This is an optimization exercise on Yosys and OpenROAD, whose aim is small area and a short achievable clock period, not a production implementation. RTL that was checked went through simulation tests only; none was proved equivalent to the original. Power is estimated from default activity; no workload was simulated.

09-11:
==> module stream_fifo_top, before the edit <==
module stream_fifo_top (
	input wire logic okClk,
	input wire logic arst_n,
	input wire logic sample_write,
	input wire logic [15:0] sample_in,
	input wire logic host_read,
	output logic [31:0] host_data,
	output logic [31:0] fill_words
);
	logic [1:0] pk_held;    
	logic beat;             
	logic [6:0] count;      
	logic [6:0] count_up;   
	logic [6:0] count_dn;   
	logic fetch_v;          
	logic [1:0] up_held;    
	logic up_empty;         
	logic pending;          
	logic [15:0] wsel_lo;
	logic [15:0] wsel_hi;
	logic [6:0] rw;         
	logic [7:0] sel_lo_a;
	logic [7:0] sel_lo_b;
	logic [7:0] sel_hi;     
	logic [6:0] rw_nx;
	logic [31:0] host_q;
	logic [8:0] fill_q;
	logic [15:0] mem [256];
	logic [63:0] line_q;
	logic [63:0] grp_rd [8];
	logic [63:0] line_rd;
	logic wanted, do_write, do_read, rd_ok;
	logic [8:0] fill_next;
	assign wanted = up_empty && !pending;
	assign do_write = beat;
	assign do_read = wanted && (count != 7'd0);
	assign rd_ok = host_read && !up_empty && !fetch_v;
	assign rw_nx = rd_ok ? rw + 7'd1 : rw;
	assign fill_next = {7'd0, pk_held} + {count, 2'b00} + {6'd0, up_held, 1'b0} + {6'd0, fetch_v, 2'b00};
	always_ff @(posedge okClk or negedge arst_n) begin
		if (!arst_n) begin
			pk_held <= 2'd0;
			beat <= 1'b0;
			count <= 7'd0;
			count_up <= 7'd1;
			count_dn <= 7'h7f;
			fetch_v <= 1'b0;
			up_held <= 2'd0;
			up_empty <= 1'b1;
			pending <= 1'b1;
			wsel_lo <= 16'd1;
			wsel_hi <= 16'd1;
			rw <= 7'd0;
			host_q <= 32'd0;
			fill_q <= 9'd0;
		end else begin
			beat <= sample_write && (pk_held == 2'd3);
			if (sample_write) pk_held <= pk_held + 2'd1;
			case ({do_write, do_read})
				2'b10: begin
					count <= count_up;
					count_up <= count_up + 7'd1;
					count_dn <= count;
				end
				2'b01: begin
					count <= count_dn;
					count_up <= count;
					count_dn <= count_dn - 7'd1;
				end
				default: ;
			endcase
			fetch_v <= do_read;
			pending <= wanted;
			if (fetch_v) begin
				up_held <= 2'd2;
				up_empty <= 1'b0;
			end else if (rd_ok) begin
				up_held <= up_held - 2'd1;
				up_empty <= (up_held == 2'd1);
				host_q <= rw[0] ? line_q[63:32] : line_q[31:0];
				rw <= rw_nx;
			end
			if (sample_write) begin
				wsel_lo <= {wsel_lo[14:0], wsel_lo[15]};
				if (wsel_lo[15]) wsel_hi <= {wsel_hi[14:0], wsel_hi[15]};
			end
			fill_q <= fill_next;
		end
	end
	always_ff @(posedge okClk) begin
		for (int k = 0; k < 256; k++) begin
			if (sample_write && wsel_hi[k / 16] && wsel_lo[k % 16]) mem[k] <= sample_in;
		end
		for (int i = 0; i < 8; i++) begin
			sel_lo_a[i] <= (rw_nx[3:1] == 3'(i));
			sel_lo_b[i] <= (rw[3:1] == 3'(i));
		end
		for (int i = 0; i < 4; i++) begin
			sel_hi[i] <= (rw_nx[6:4] == 3'(i));
		end
		for (int i = 4; i < 8; i++) begin
			sel_hi[i] <= (rw[6:4] == 3'(i));
		end
		line_q <= line_rd;
	end
	always_comb begin
		for (int g = 0; g < 8; g++) begin
			grp_rd[g] = '0;
			for (int i = 0; i < 8; i++) begin
				grp_rd[g] = grp_rd[g] | ({64{(g < 4) ? sel_lo_a[i] : sel_lo_b[i]}} &
					{mem[{3'(g), 3'(i), 2'd3}], mem[{3'(g), 3'(i), 2'd2}], mem[{3'(g), 3'(i), 2'd1}], mem[{3'(g), 3'(i), 2'd0}]});
			end
		end
		line_rd = '0;
		for (int g = 0; g < 8; g++) begin
			line_rd = line_rd | ({64{sel_hi[g]}} & grp_rd[g]);
		end
	end
	assign host_data = host_q;
	assign fill_words = {23'd0, fill_q};
endmodule
make LEC_CHECK=0 CAP_MARGIN=20 CORE_MARGIN=2 CORE_UTILIZATION=40 CTS_CLUSTER_DIAMETER=100 CTS_CLUSTER_SIZE=30 SETUP_SLACK_MARGIN=2.0 SLEW_MARGIN=20 SYNTH_MEMORY_MAX_BITS=8192 finish   # period 4.5 ns
run.sh (not shown) runs the stock make flow with config.mk's settings and CLKGATE_MAP_FILE= SYNTH_SCRIPT=/design/flow/synth_recipe.tcl, a recipe that flattens the netlist after the stock synthesis.
## Diff of input files: 04-10 against 09-11
==> flow/design.v <==
`timescale 1ns/1ps
`default_nettype none
module stream_fifo_top (
	input wire logic okClk,
	input wire logic arst_n,
	input wire logic sample_write,
	input wire logic [15:0] sample_in,
	input wire logic host_read,
	output logic [31:0] host_data,
	output logic [31:0] fill_words
);
	logic [1:0] pk_held;    
	logic beat;             
	logic [6:0] count;      
	logic fetch_v;          
	logic [1:0] up_held;    
	logic pending;          
	logic [15:0] wsel_lo;
	logic [15:0] wsel_hi;
	logic [6:0] rw;         
	logic [7:0] sel_lo;     
	logic [7:0] sel_hi;     
	logic [31:0] host_q;
	logic [8:0] fill_q;
	logic [15:0] mem [256];
	logic [63:0] line_q;
	logic [63:0] grp_rd [8];
	logic [63:0] line_rd;
	logic wanted, do_write, do_read, rd_ok;
	logic [8:0] fill_next;
	assign wanted = (up_held == 2'd0) && !pending;
	assign do_write = beat && (count != 7'd64);
	assign do_read = wanted && (count != 7'd0);
	assign rd_ok = host_read && (up_held != 2'd0) && !fetch_v;
	assign fill_next = {7'd0, pk_held} + {count, 2'b00} + {6'd0, up_held, 1'b0} + {6'd0, fetch_v, 2'b00};
	always_ff @(posedge okClk or negedge arst_n) begin
		if (!arst_n) begin
			pk_held <= 2'd0;
			beat <= 1'b0;
			count <= 7'd0;
			fetch_v <= 1'b0;
			up_held <= 2'd0;
			pending <= 1'b1;
			wsel_lo <= 16'd1;
			wsel_hi <= 16'd1;
			rw <= 7'd0;
			host_q <= 32'd0;
			fill_q <= 9'd0;
		end else begin
			beat <= sample_write && (pk_held == 2'd3);
			if (sample_write) pk_held <= pk_held + 2'd1;
			case ({do_write, do_read})
				2'b10: count <= count + 7'd1;
				2'b01: count <= count - 7'd1;
				default: count <= count;
			endcase
			fetch_v <= do_read;
			pending <= wanted;
			if (fetch_v) begin
				up_held <= 2'd2;
			end else if (rd_ok) begin
				up_held <= up_held - 2'd1;
				host_q <= rw[0] ? line_q[63:32] : line_q[31:0];
				rw <= rw + 7'd1;
			end
			if (sample_write) begin
				wsel_lo <= {wsel_lo[14:0], wsel_lo[15]};
				if (wsel_lo[15]) wsel_hi <= {wsel_hi[14:0], wsel_hi[15]};
			end
			fill_q <= fill_next;
		end
	end
	always_ff @(posedge okClk) begin
		for (int k = 0; k < 256; k++) begin
			if (sample_write && wsel_hi[k / 16] && wsel_lo[k % 16]) mem[k] <= sample_in;
		end
		for (int i = 0; i < 8; i++) begin
			sel_lo[i] <= (rw[3:1] == 3'(i));
			sel_hi[i] <= (rw[6:4] == 3'(i));
		end
		line_q <= line_rd;
	end
	always_comb begin
		for (int g = 0; g < 8; g++) begin
			grp_rd[g] = '0;
			for (int i = 0; i < 8; i++) begin
				grp_rd[g] = grp_rd[g] | ({64{sel_lo[i]}} &
					{mem[{3'(g), 3'(i), 2'd3}], mem[{3'(g), 3'(i), 2'd2}], mem[{3'(g), 3'(i), 2'd1}], mem[{3'(g), 3'(i), 2'd0}]});
			end
		end
		line_rd = '0;
		for (int g = 0; g < 8; g++) begin
			line_rd = line_rd | ({64{sel_hi[g]}} & grp_rd[g]);
		end
	end
	assign host_data = host_q;
	assign fill_words = {23'd0, fill_q};
endmodule
`default_nettype wire
==> notes.md <==
- Antenna cell count: 04-10 > 09-11
- Changes observed in 04-10 relative to 09-11: cell area after layout lower, CTS sink count lower.
- NOTE count of placed standard cells in the final layout, fillers left out 09-11->04-10 decreased slightly
- The critical path depth of 04-10 exceeds that of 09-11 by 4.
- Looking at library cell contributing the largest single delay on the critical path, the sky130_fd_sc_hd__dfrtp_2 result is from 09-11; the sky130_fd_sc_hd__dfxtp_4 one comes from 04-10.
- Going from 09-11 to 04-10, via count of the first global-routing pass grew slightly.
- Delta (04-10 minus 09-11): power has increased, sequential-cell power consumption went down by about 1%.
No functional check of the RTL was part of 04-10.

## afterwards: timing with drivers on the ports
The results above use ideal ports. As a check the final layouts listed here were re-extracted and re-timed, cells and wires unchanged.
Step 1, drivers: a clkbuf_16 drives okClk and a buf_2 each remaining input, both assumed.
Step 2 adds t to the input delays and takes it off the output delays; t is the mean of the earliest and latest rising clock arrival at the registers after step 1. Input paths then give back, and output paths get back, about the clock's delay inside the block.
Slacks: ideal / step 1 / step 2; pairs: ideal / step 1.
| run | t (ns) | setup slack, ns | hold WS [ns] | worst setup path at the end | latest minus earliest clock arrival (ns) | worst slew at a driven data input, ns |
|---|---|---|---|---|---|---|
| 09-11 | 1.014 | 1.886 / 1.780 / 1.269 | 0.054 / -0.014 / 0.464 | input to register | 0.078 / 0.077 | 0.10 |
| 04-10 | 1.008 | 1.934 / 1.868 / 1.207 | 0.453 / 0.430 / 0.453 | input to register | 0.065 / 0.065 | 0.10 |
After both steps every run listed still meets setup and hold. For 04-10, which loses most, drivers alone change the setup slack by -0.066 ns; drivers and shift together by -0.727 ns.
